Source: an optimization exercise on an open RTL-to-GDS flow (aim: small area). Production flows keep margins and buffers that such runs may drop.
Function was checked by simulation only, so behaviour that the tests miss may differ from the original.
Power figures rest on the tool's default switching activity, not on a simulated workload.

==> delta: inputs <==
==> flow/design.v <==
package dmem_pkg;
  localparam logic [31:0] MMIO_SW_ADDR  = 32'hFFFF_0000;
  localparam logic [31:0] MMIO_HEX_ADDR = 32'hFFFF_0004;
endpackage
module dmem_array (
  input  logic        clk,
  input  logic [15:0] wr_en,
  input  logic [31:0] wdata,
  input  logic [23:0] rsel,
  output logic [31:0] tap
);
  logic [31:0] pos [8][8];
  always_ff @(posedge clk) begin
    for (int r = 0; r < 8; r++) begin
      for (int p = 0; p < 8; p++) begin
        if (p == 0)      pos[r][p] <= wr_en[2*r]   ? wdata : pos[r][7];
        else if (p == 4) pos[r][p] <= wr_en[2*r+1] ? wdata : pos[r][3];
        else             pos[r][p] <= pos[r][p-1];
      end
    end
  end
  always_comb begin
    tap = '0;
    for (int r = 0; r < 8; r++) begin
      tap = tap | ({32{rsel[3*r]}}   & pos[r][0])
                | ({32{rsel[3*r+1]}} & pos[r][3])
                | ({32{rsel[3*r+2]}} & pos[r][6]);
    end
  end
endmodule
module dmem_responder (
  input  logic        clk,
  input  logic        reset,
  input  logic        req_valid,
  input  logic        req_we,
  input  logic [31:0] req_addr,
  input  logic [31:0] req_wdata,
  output logic        req_ready,
  output logic        rsp_valid,
  output logic [31:0] rsp_rdata,
  output logic        rsp_err,
  output logic        busy,
  input  logic [3:0]  sw_in,
  output logic [31:0] hex_out
);
  logic [1:0]  state;
  logic [2:0]  ph;
  logic [31:0] st_q;
  logic [5:0]  idx_q;
  logic        wp_q;
  logic        memrd_q, swrd_q, hexrd_q, hexwr_q, err_q;
  logic [31:0] hex_q;
  logic        accept;
  logic        aligned, lo_zero, hi_ones, is_mem, is_sw, is_hex, a_err;
  logic [2:0]  pslot, bslot;
  logic        hit, rd_bus, rd_q;
  logic [15:0] wr_en;
  logic [23:0] rsel;
  logic [31:0] tap;
  logic        cap_io, st_en;
  logic [31:0] st_d;
  assign busy      = state != 2'd0;
  assign req_ready = state == 2'd0;
  assign rsp_valid = state == 2'd3;
  assign rsp_err   = err_q;
  assign hex_out   = hex_q;
  assign rsp_rdata = st_q & {32{memrd_q | swrd_q | hexrd_q}};
  assign accept = req_valid && state == 2'd0 && reset;
  assign aligned = req_addr[1:0] == 2'b00;
  assign lo_zero = req_addr[31:8] == 24'h0;
  assign hi_ones = req_addr[31:16] == 16'hFFFF && req_addr[15:3] == 13'h0;
  assign is_mem  = aligned && lo_zero;
  assign is_sw   = hi_ones && req_addr[2:0] == 3'b000;
  assign is_hex  = hi_ones && req_addr[2:0] == 3'b100;
  assign a_err   = !(is_mem || is_hex || (is_sw && !req_we));
  always_ff @(posedge clk or negedge reset) begin
    if (!reset) state <= 2'd0;
    else if (state != 2'd0 || accept) state <= state + 2'd1;
  end
  always_ff @(posedge clk) ph <= ph + 3'd1;
  always_ff @(posedge clk) begin
    if (accept) begin
      idx_q   <= req_addr[7:2];
      wp_q    <= is_mem && req_we;
      memrd_q <= is_mem && !req_we;
      swrd_q  <= is_sw && !req_we;
      hexrd_q <= is_hex && !req_we;
      hexwr_q <= is_hex && req_we;
      err_q   <= a_err;
    end
  end
  assign pslot  = idx_q[2:0] + ph;
  assign bslot  = req_addr[4:2] + ph;
  assign hit    = wp_q && idx_q == req_addr[7:2];
  assign rd_bus = accept && is_mem && !req_we && !hit;
  assign rd_q   = memrd_q && state[1] != state[0];
  always_comb begin
    for (int r = 0; r < 8; r++) begin
      wr_en[2*r]   = wp_q && idx_q[5:3] == 3'(r) && pslot == 3'd7;
      wr_en[2*r+1] = wp_q && idx_q[5:3] == 3'(r) && pslot == 3'd3;
      rsel[3*r]    = (rd_bus && req_addr[7:5] == 3'(r) && bslot == 3'd0) ||
                     (rd_q   && idx_q[5:3]    == 3'(r) && pslot == 3'd0);
      rsel[3*r+1]  = (rd_bus && req_addr[7:5] == 3'(r) && bslot == 3'd3) ||
                     (rd_q   && idx_q[5:3]    == 3'(r) && pslot == 3'd3);
      rsel[3*r+2]  = (rd_bus && req_addr[7:5] == 3'(r) && bslot == 3'd6) ||
                     (rd_q   && idx_q[5:3]    == 3'(r) && pslot == 3'd6);
    end
  end
  assign cap_io = state == 2'd2 && (swrd_q || hexrd_q);
  assign st_en  = (accept && !(is_mem && !req_we && hit)) || (|rsel) || cap_io;
  assign st_d   = ({32{accept && !rd_bus}} & req_wdata)
                | tap
                | ({32{cap_io && hexrd_q}} & hex_q)
                | ({32{cap_io && swrd_q}} & {28'b0, sw_in});
  always_ff @(posedge clk) begin
    if (st_en) st_q <= st_d;
  end
  always_ff @(posedge clk or negedge reset) begin
    if (!reset) hex_q <= '0;
    else if (state == 2'd2 && hexwr_q) hex_q <= st_q;
  end
  dmem_array u_array (
    .clk   (clk),
    .wr_en (wr_en),
    .wdata (st_q),
    .rsel  (rsel),
    .tap   (tap)
  );
endmodule
==> flow/run.sh <==
#!/bin/bash
# synth_recipe.tcl (not shown) runs the flow's synth.tcl, then flattens the netlist and writes it again
# the make line also repeats each setting of config.mk as NAME=value (left out here)
make -C /OpenROAD-flow-scripts/flow DESIGN_CONFIG=/design/flow/config.mk WORK_HOME=/design/flow/orfs CLKGATE_MAP_FILE= SYNTH_SCRIPT=/design/flow/synth_recipe.tcl finish
==> flow/config.mk <==
export PLATFORM = sky130hd
export DESIGN_NAME = dmem_responder
export DESIGN_NICKNAME = dmem_responder
export VERILOG_FILES = /design/flow/design.v
export SDC_FILE = /design/flow/constraint.sdc
export NUM_CORES = 4
export LEC_CHECK = 0
export CAP_MARGIN = 0
export CORE_MARGIN = 2
export CORE_UTILIZATION = 65
export CTS_BUF_LIST = sky130_fd_sc_hd__clkbuf_8
export SLEW_MARGIN = 0
export SYNTH_HIERARCHICAL = 1
==> flow/constraint.sdc <==
create_clock -name core_clock -period 5.5 [get_ports {clk}]
set_input_delay 1.1000 -clock core_clock [delete_from_list [all_inputs] [get_ports {clk}]]
set_output_delay 1.1000 -clock core_clock [all_outputs]
set_load 0.01 [all_outputs]
==> raven (differences from delta) <==
- CORE_UTILIZATION: 65 -> 80
- CTS_BUF_LIST: sky130_fd_sc_hd__clkbuf_8 -> sky130_fd_sc_hd__clkbuf_16
- CTS_CLUSTER_DIAMETER: unset -> 100
- CTS_CLUSTER_SIZE: unset -> 24
- PLACE_DENSITY: unset -> 0.88
==> garnet (differences from delta) <==
- CAP_MARGIN: 0 -> 20
- CTS_BUF_LIST: sky130_fd_sc_hd__clkbuf_8 -> unset
- SLEW_MARGIN: 0 -> 20
==> impl_metrics.csv <==
group,metric,value,unit
placement,dp.final_hpwl,83.7,mm
outcome,status,"complete, no violations",
final_layout,nClkBuffers,274,
power_and_ir_drop,pwr-share-clk,0.422,
final_layout,area_growth,16.8,%
placement,gp_congestion,0.898,
setup_path,startpoint_type,"input pin",
timing,skew,0.0249,ns
routing,routed_wire_length_per_instance,28.7,um
setup_path,cp.required,6.16,ns
timing,setup_ws,1.16,ns
timing,slew-limit-headroom,0.273,
power_and_ir_drop,sw_frac_of_total,0.220,
global_routing,met2_usage,0.531,
power_and_ir_drop,fin_total_pwr,30600,uW
floorplan,initial_core_util,0.656,
timing,fin_crit,4.34,ns
Source of the figures above: garnet

==> impl_metrics.csv <==
group,metric,value,unit
outcome,status,"complete, no violations",
timing,slew_viol_final,0,
floorplan,initial_core_util,0.810,
power_and_ir_drop,sw_frac_of_total,0.227,
timing,slew-limit-headroom,0.150,
placement,gp_congestion,0.891,
timing,finalCritPeriodShare,0.824,
routing,via_count,31900,
final_layout,area_growth,10.2,%
global_routing,met2_usage,0.692,
power_and_ir_drop,pwr-share-clk,0.313,
timing,setup_ws,0.966,ns
power_and_ir_drop,p_comb,1120,uW
final_layout,fin_area,61400,um^2
timing,clock.fmax,221,MHz
setup_path,startpoint_type,"input pin",
synth,synth_compound_area_frac,0.0629,
setup_path,cp.required,6.06,ns
final_layout,nClkBuffers,102,
timing,fin_crit,4.53,ns
Source of the figures above: raven

==> impl_metrics.csv <==
group,metric,value,unit
outcome,status,"complete, no violations",
power_and_ir_drop,sw_frac_of_total,0.226,
timing,skew,0.0881,ns
power_and_ir_drop,fin_total_pwr,29700,uW
placement,dp.final_hpwl,83.9,mm
floorplan,initial_core_util,0.656,
global_routing,met2_usage,0.525,
setup_path,cp.required,4.40,ns
timing,setup_ws,1.04,ns
routing,routed_wire_length_per_instance,27.7,um
placement,gp_congestion,0.898,
timing,fin_crit,4.46,ns
clock_tree,cts.path.max_buffers,4,
final_layout,nClkBuffers,387,
power_and_ir_drop,pwr-share-clk,0.405,
Source of the figures above: delta

[what the ideal ports hide]
The results above use ideal ports. As a check the final layouts listed here were re-extracted and re-timed, cells and wires unchanged. Step 1 sets driving cells, clkbuf_16 on the clock port and buf_2 on the other inputs (assumed; they add their load-dependent delay and slew). Step 2, shift: input delay + t, output delay - t, t = (earliest + latest rising clock arrival at the registers) / 2. This alone moves slack from input paths to output paths. a / b / c = no drivers / after step 1 / after step 2; a / b = the first two.
run	t (ns)	slack for setup (ns)	worst setup path at the end
delta	1.016	1.045 / 0.975 / 0.329	input to register
raven	0.746	0.966 / 1.004 / 0.258	input to register
garnet	0.855	1.163 / 1.157 / 0.354	input to register
After both steps every run listed still meets setup and hold. For garnet, which loses most, drivers alone change the setup slack by -0.006 ns; drivers and shift together by -0.809 ns.
